Context: an optimization exercise on an open-source flow, tuned for small area, a short achievable clock period and few clock cycles. The choices shown serve that exercise and are no tape-out recipe.
Function was checked by simulation only, so behaviour that the tests miss may differ from the original.

==> inputs of v28 <==
// matrix_multiply_engine_core
module matrix_multiply_engine_core
#(
    parameter int MAX_DIM = 8
)
(
    input  logic                                  clk,
    input  logic                                  rst_n,
    input  logic                                  psel,
    input  logic                                  penable,
    input  logic                                  pwrite,
    input  logic [mme_pkg::PADDR_W-1:0]           paddr,
    input  logic [mme_pkg::PDATA_W-1:0]           pwdata,
    output logic [mme_pkg::PDATA_W-1:0]           prdata,
    output logic                                  pready,
    input  logic                                  start,
    output logic                                  busy,
    input  logic [1:0]                            action,
    input  logic [mme_pkg::IDX_W-1:0]             row_index,
    input  logic [mme_pkg::IDX_W-1:0]             col_index,
    input  logic signed [mme_pkg::ELEM_W-1:0]     element_value,
    output logic                                  out_valid,
    output logic [mme_pkg::IDX_W-1:0]             out_row,
    output logic [mme_pkg::IDX_W-1:0]             out_col,
    output logic signed [mme_pkg::ACC_W-1:0]      product_value,
    output logic                                  last
);
    localparam int N  = mme_pkg::NDIM;
    localparam int EW = mme_pkg::ELEM_W;
    localparam int IW = mme_pkg::IDX_W;
    localparam int DW = mme_pkg::DIM_W;
    logic [DW-1:0] rows_m_reg, inner_k_reg, cols_n_reg;
    logic [DW-1:0] rows_m_nxt, inner_k_nxt, cols_n_nxt;
    logic [DW-1:0] rdata_nxt;
    logic [DW-1:0] rdata_reg;
    logic          cfg_wr;
    assign pready = 1'b1;
    assign cfg_wr = psel & penable & pwrite;
    always_comb
    begin
        rows_m_nxt  = rows_m_reg;
        inner_k_nxt = inner_k_reg;
  ...
make LEC_CHECK=0 ABC_CLOCK_PERIOD_IN_PS=2500 CAP_MARGIN=20 CORE_MARGIN=2 CORE_UTILIZATION=55 CTS_CLUSTER_DIAMETER=150 CTS_CLUSTER_SIZE=20 PLACE_DENSITY=0.65 SETUP_SLACK_MARGIN=4.95 SLEW_MARGIN=20 SYNTH_HIERARCHICAL=1 SYNTH_MINIMUM_KEEP_SIZE=0 finish   # period 8.0 ns
run.sh (not shown) runs the stock make flow with config.mk's settings and CLKGATE_MAP_FILE= SYNTH_SCRIPT=/design/flow/synth_recipe.tcl, a recipe that flattens the netlist after the stock synthesis.
==> inputs of v34, as changes to v28 <==
--- a/flow/design.v
+++ b/flow/design.v
@@ -5579,26 +5579,28 @@
     end
     always_ff @(posedge clk or negedge rst_n)
     begin
         if (!rst_n)
         begin
             rows_m_reg  <= mme_pkg::DIM_RESET;
             inner_k_reg <= mme_pkg::DIM_RESET;
             cols_n_reg  <= mme_pkg::DIM_RESET;
-            rdata_reg   <= '0;
         end
         else
         begin
             rows_m_reg  <= rows_m_nxt;
             inner_k_reg <= inner_k_nxt;
             cols_n_reg  <= cols_n_nxt;
-            rdata_reg   <= rdata_nxt;
         end
     end
+    always_ff @(posedge clk)
+    begin
+        rdata_reg <= rdata_nxt;
+    end
     assign prdata = {{(mme_pkg::PDATA_W-DW){1'b0}}, rdata_reg};
     function automatic logic [IW-1:0] dim_m1(input logic [DW-1:0] dim);
         logic [IW-1:0] r;
         if (dim == '0)
             r = '0;
         else if (dim[3])
             r = IW'(N - 1);
         else
@@ -5683,43 +5685,41 @@
         begin
             busy_reg  <= 1'b0;
             issue_reg <= 1'b0;
             i_reg     <= '0;
             j_reg     <= '0;
             i_oh_reg  <= N'(1);
             j_oh_reg  <= N'(1);
             kmask_reg <= '1;
-            mm1_reg   <= '0;
-            nm1_reg   <= '0;
             v_reg     <= '0;
         end
         else
         begin
             busy_reg  <= busy_nxt;
             issue_reg <= issue_nxt;
             i_reg     <= i_nxt;
             j_reg     <= j_nxt;
             i_oh_reg  <= N'(1) << i_nxt;
             j_oh_reg  <= N'(1) << j_nxt;
             if (!busy_nxt)
             begin
                 for (int t = 0; t < N; t++)
                     kmask_reg[t] <= (IW'(t) <= dim_m1(inner_k_nxt));
             end
-            if (take_compute)
-            begin
-                mm1_reg <= mm1_eff;
-                nm1_reg <= nm1_eff;
-            end
             v_reg <= {v_reg[D-2:0], (take_compute & spec_ok) | issue_reg};
         end
     end
     always_ff @(posedge clk)
     begin
+        if (take_compute)
+        begin
+            mm1_reg <= mm1_eff;
+            nm1_reg <= nm1_eff;
+        end
         l_reg <= {l_reg[D-2:0], take_compute ? (spec_ok && mm1_eff == '0 && nm1_eff == '0)
                                              : (issue_reg & i_end & j_end)};
     end
     always_ff @(posedge clk)
     begin
         if (take_compute)
         begin
             orow_reg <= '0;
- CELL_PAD_IN_SITES_DETAIL_PLACEMENT: not set -> 1
- CELL_PAD_IN_SITES_GLOBAL_PLACEMENT: not set -> 1
- CORE_UTILIZATION: 55 -> 45
- PLACE_DENSITY: 0.65 -> 0.6
- SETUP_SLACK_MARGIN: 4.95 -> 5.0
==> summary of the runs <==
Sequential cell count is the same in v34 and v28. Against v34, the utilization of v28 is higher by 10 points. Between v28 and v34, the lower final cell count is in v28 (gap about 5.6%, measured against v34). In v34 the register-to-register slack is better than in v28, by 0.03 ns. In v28 the die area is smaller than in v34, by about 18%.
Testbench counts of v28, summed over its fixed seeds: cycles 7,366.
Testbench counts of v34, summed over its fixed seeds: cycles 7,366.

-- re-timing with driven ports --
In the flow no input, the clock included, has a driving cell. The finished layouts below were timed again as built, in two steps. Step 1 sets driving cells, clkbuf_16 on the clock port and buf_2 on the other inputs (assumed; they add their load-dependent delay and slew). Step 2 moves the port delays by t, midway between the first and last clock arrival at a register: inputs arrive t later, outputs are due t later. That takes back most of the time a late clock gives input paths. a / b / c = ideal / step 1 / step 2; a / b = the first two.
| run | t, ns | setup WS [ns] | worst setup path at the end | clock arrival spread, ns | worst register clock-pin slew, ns |
|---|---|---|---|---|---|
| v28 | 0.974 | 4.892 / 4.852 / 4.350 | input to register | 0.060 / 0.060 | 0.10 / 0.10 |
| v34 | 0.984 | 4.921 / 4.841 / 4.367 | input to register | 0.069 / 0.069 | 0.10 / 0.10 |
After both steps setup and hold are still met in every run listed. For v34, which loses most, drivers alone change the setup slack by -0.080 ns; drivers and shift together by -0.554 ns.
